From an optimization exercise on the open Yosys and OpenROAD flow, aimed at a short achievable clock period and few clock cycles per item; shortcuts taken in it are not production practice.
The RTL was checked by simulation tests, not by an equivalence proof against the original design.
Power and IR drop assume default switching activity.

## cpu_top
module cpu_top (
    input  logic        clk,
    input  logic        reset,
    output logic [9:0]  instr_addr,
    input  logic [17:0] instr_data,
    output logic [9:0]  mem_addr,
    output logic [17:0] mem_wdata,
    output logic        mem_we,
    output logic        mem_re,
    input  logic [17:0] mem_rdata
);
For scale: about 3800 cells after synthesis, roughly 840 flip-flops.
clock: 6.0 ns
lec_check: 0
cap_margin: 20
core_margin: 2
core_utilization: 60
gpl_timing_driven: 1
setup_slack_margin: 3.3
slew_margin: 20
run.sh (not shown) runs the stock make flow with config.mk's settings and CLKGATE_MAP_FILE= SYNTH_SCRIPT=/design/flow/synth_recipe.tcl, a recipe that flattens the netlist after the stock synthesis.
Testbench counts at the start, summed over its fixed seeds: cycles 93,623, instrs 84,944.
Then changed:
--- a/flow/config.mk
+++ b/flow/config.mk
@@ -10 +10 @@
-export CORE_UTILIZATION = 60
+export CORE_UTILIZATION = 65
@@ -12 +12 @@
-export SETUP_SLACK_MARGIN = 3.3
+export SETUP_SLACK_MARGIN = 3.4
=> The changed run finished with timing, DRC and antenna clean; count of clock-buffer cells in the layout decreases by 3; critical path depth grows by 4; total power falls by 1.2%; worst hold slack stays flat; cell count decreases by 2.0%; flip-flop and latch count is unchanged; global-route usage came out higher by 3.0 points; routed wire length goes down by 0.87%.
Then changed:
--- a/flow/config.mk
+++ b/flow/config.mk
@@ -10 +10 @@
-export CORE_UTILIZATION = 65
+export CORE_UTILIZATION = 50
@@ -12 +12 @@
-export SETUP_SLACK_MARGIN = 3.4
+export SETUP_SLACK_MARGIN = 3.5
After rerunning: Via count falls slightly. Flip-flop and latch count is unchanged. Sequential share of layout area falls by 1.3 points. Total power rises by a few percent. Design area rises by a few percent. Area after synthesis is unchanged. Core utilization falls by 16 points. Maximum frequency rises slightly. Die area rises by a quarter to a third. Worst setup slack gets better by 0.046 ns.
Then changed:
--- a/flow/config.mk
+++ b/flow/config.mk
@@ -10 +10,2 @@
-export CORE_UTILIZATION = 50
+export CORE_UTILIZATION = 55
+export GPL_ROUTABILITY_DRIVEN = 0
@@ -12 +13 @@
-export SETUP_SLACK_MARGIN = 3.5
+export SETUP_SLACK_MARGIN = 3.4
Outcome: Via count decreases slightly. Hold slack hardly moves. Setup slack loses 0.058 ns. Count of clock-buffer cells in the layout increases by 2. Fmax decreases by a few percent. Routed wire length decreases by a few percent. Sequential power hardly moves. Register-to-register slack loses 0.06 ns.

Starting RTL as in the previous note.
make LEC_CHECK=0 CAP_MARGIN=20 CORE_MARGIN=2 CORE_UTILIZATION=55 GPL_TIMING_DRIVEN=1 SETUP_SLACK_MARGIN=3.0 SLEW_MARGIN=20 finish   # period 6.0 ns
Testbench counts at the start, summed over its fixed seeds: cycles 93,623, instrs 84,944.
Rerun with:
SETUP_SLACK_MARGIN = 3.4   (was 3.0)
Result: The changed run went through all stages and came out clean; routed wire length is higher by 0.44%; final area is higher by about 2.5%; global-route usage is higher by 0.46 points; clock-buffer cell count is lower by 4; clock power is higher by about 2%; worst setup slack improves by 0.28 ns; area after synthesis stays the same; maximum frequency is higher by 10%; power is higher by 3.8%.
Rerun with:
SETUP_SLACK_MARGIN = 3.8   (was 3.4)
=> Hold slack loses 0.0031 ns; critical path depth does not change; core utilization came out higher by 3.6 points; die area stays the same.
Rerun with:
==> flow/flow/run.sh (new file) <==
#!/bin/bash
# The standard layout, with the synthesis step that maps adders to the
# library's half- and full-adder cells turned off, so that ABC maps the
# adder, comparator and incrementers as plain logic.
set -e
cp standard.sh standard_sh.log
export ADDER_MAP_FILE=
bash standard.sh > standard.log 2>&1
==> flow/standard.sh (new file) <==
#!/bin/bash
# synth_recipe.tcl (not shown) runs the flow's synth.tcl, then flattens the netlist and writes it again
# the make line also repeats each setting of config.mk as NAME=value (left out here)
make -C /OpenROAD-flow-scripts/flow DESIGN_CONFIG=/design/flow/config.mk WORK_HOME=/design/flow/orfs CLKGATE_MAP_FILE= SYNTH_SCRIPT=/design/flow/synth_recipe.tcl "${@:-finish}"
CORE_UTILIZATION = 50   (was 55)
SETUP_SLACK_MARGIN = 3.5   (was 3.8)
removed: flow/run.sh
- hold slack is better by 0.0065 ns
- wire length falls by a few percent
- global-route usage falls by 4.5 points
- total power decreases by a few percent
- final area drops by a few percent
- die area increases by a little under a tenth
- via count falls by a few percent
- fmax hardly moves
- combinational power decreases by about a fifth

cpu_top, a different RTL version from the one above (not shown whole).
Size in the first run: about 4,200 cells after synthesis, roughly 78 I/O pins, roughly 0.043 mm² of cells after synthesis.
clock: 6.0 ns
lec_check: 0
cap_margin: 20
core_margin: 2
core_utilization: 50
gpl_timing_driven: 1
place_density_lb_addon: 0.1
setup_slack_margin: 3.5
slew_margin: 20
Stock flow here: none of the scripts above is used.
The first run ran to the end with no violations.
Testbench counts at the start, summed over its fixed seeds: cycles 93,623, instrs 84,944.
Change:
Settings changed: CORE_UTILIZATION 50 to 55, PLACE_DENSITY_LB_ADDON 0.1 to unset, SETUP_SLACK_MARGIN 3.5 to 3.4.
The changed run completed with no timing, DRC or antenna violations.
Sequential share of layout area hardly moves.
Worst setup slack gets worse by 88 ps.
Synthesized area does not change.
Core utilization climbs by 5.8 points.
Combinational power hardly moves.
Design area barely changes.
Synthesized cell count stays the same.
Change:
Settings changed: CORE_UTILIZATION 55 to 50, CTS_CLUSTER_DIAMETER set to 60, CTS_CLUSTER_SIZE set to 24, SETUP_SLACK_MARGIN 3.4 to 3.5.
Outcome: The changed run finished clean; cell area stays flat; first-iteration DRC count goes down by 7.4%; setup slack improved by 88 ps; global-route usage drops by 4.7 points; routed wire length goes down by 2.9%; cell count goes up by 1.8%; power drops by about 2.5%; die area climbs by about 10%; via count decreases by 3.0%; sequential power hardly moves.
Change:
Settings changed: CTS_CLUSTER_DIAMETER 60 to unset, CTS_CLUSTER_SIZE 24 to unset.
Maximum frequency rises slightly.
Area after synthesis does not change.
Design area grows slightly.
Via count came out higher slightly.
First-iteration DRC count rises slightly.
Cell count came out higher slightly.
Hold slack hardly moves.
Non-clock buffer count rises by 9.
Die area stays the same.

Setup of run 3:
Another version of the RTL of cpu_top (not shown whole).
For scale: roughly 4100 cells after synthesis, ~78 I/O pins.
==> flow/config.mk <==
export PLATFORM = sky130hd
export DESIGN_NAME = cpu_top
export DESIGN_NICKNAME = cpu_top
export VERILOG_FILES = /design/flow/design.v
export SDC_FILE = /design/flow/constraint.sdc
export NUM_CORES = 4
export LEC_CHECK = 0
export CAP_MARGIN = 20
export CORE_MARGIN = 2
export CORE_UTILIZATION = 55
export GPL_TIMING_DRIVEN = 1
export SETUP_SLACK_MARGIN = 3.4
export SLEW_MARGIN = 20
==> flow/constraint.sdc <==
create_clock -name core_clock -period 6.0 [get_ports {clk}]
set_input_delay 1.2000 -clock core_clock [delete_from_list [all_inputs] [get_ports {clk}]]
set_output_delay 1.2000 -clock core_clock [all_outputs]
set_load 0.01 [all_outputs]
Testbench counts of run 3, summed over its fixed seeds: cycles 93,623, instrs 84,944.
[inputs] run 1 vs run 3
Settings: a change of SETUP_SLACK_MARGIN from 3.4 to 3.5; a change of CORE_UTILIZATION from 55 to 50.
==> run summary <==
Run 1: PASS, flow complete, no timing, DRC or antenna violations. Run 3: flow completed, timing, DRC and antenna clean. Looking at first-pass GRT wire length across run 3 and run 1, the one that comes out higher is run 3. Going from run 3 to run 1, worst setup slack shows an increase of 59 ps, total number of cells along the worst setup path picked up an extra 1. Run 1 reports its capturing element of the worst setup path as mis_q while run 3 reports mem_re_q.

[what the ideal ports hide]
How much do the figures lean on ideal ports? The routed layouts below were timed once more, with nothing changed but the port constraints.
Step 1 sets driving cells, clkbuf_16 on the clock port and buf_2 on the other inputs (assumed; they add their load-dependent delay and slew).
Step 2 times the ports against the registers' clock, not the clock port: input delays grow and output delays shrink by t, the midpoint of the rising clock arrivals with the driver on.
Slacks: ideal ports / drivers / drivers and shift; pairs: ideal ports / drivers.
| run | t, ns | slack for setup (ns) | worst setup path after step 2 | latest minus earliest clock arrival (ns) | pins driven straight from the clock port |
|---|---|---|---|---|---|
| the first run of note 1 | 0.718 | 3.281 / 3.276 / 2.573 | input to register | 0.025 / 0.024 | 1 |
| the second run of note 1 | 0.700 | 3.284 / 3.284 / 2.807 | input to register | 0.015 / 0.015 | 1 |
| the third run of note 1 | 0.733 | 3.330 / 3.261 / 2.773 | input to register | 0.028 / 0.028 | 1 |
| the fourth run of note 1 | 0.720 | 3.271 / 3.261 / 2.794 | input to register | 0.021 / 0.021 | 1 |
| the first run of note 2 | 0.719 | 3.053 / 2.986 / 2.465 | input to register | 0.037 / 0.036 | 1 |
| the second run of note 2 | 0.718 | 3.332 / 3.301 / 2.751 | input to register | 0.024 / 0.024 | 1 |
| the third run of note 2 | 0.722 | 3.275 / 3.275 / 2.771 | input to register | 0.035 / 0.035 | 1 |
| the fourth run of note 2 | 0.735 | 3.280 / 3.283 / 2.548 | input to register | 0.044 / 0.044 | 1 |
| the first run of note 3 | 0.730 | 3.482 / 3.449 / 2.835 | input to register | 0.035 / 0.035 | 1 |
| the second run of note 3 | 0.721 | 3.394 / 3.369 / 2.705 | input to register | 0.030 / 0.030 | 1 |
| the third run of note 3 | 0.720 | 3.482 / 3.426 / 2.823 | input to register | 0.041 / 0.041 | 1 |
| the fourth run of note 3 | 0.742 | 3.499 / 3.427 / 2.725 | input to register | 0.021 / 0.021 | 1 |
| run 3 | 0.718 | 3.248 / 3.248 / 2.674 | input to register | 0.023 / 0.023 | 1 |
| run 1 | 0.730 | 3.307 / 3.307 / 2.660 | input to register | 0.026 / 0.025 | 1 |
After both steps every run listed still meets setup and hold. For the fourth run of note 3, which loses most, drivers alone change the setup slack by -0.072 ns; drivers and shift together by -0.774 ns.
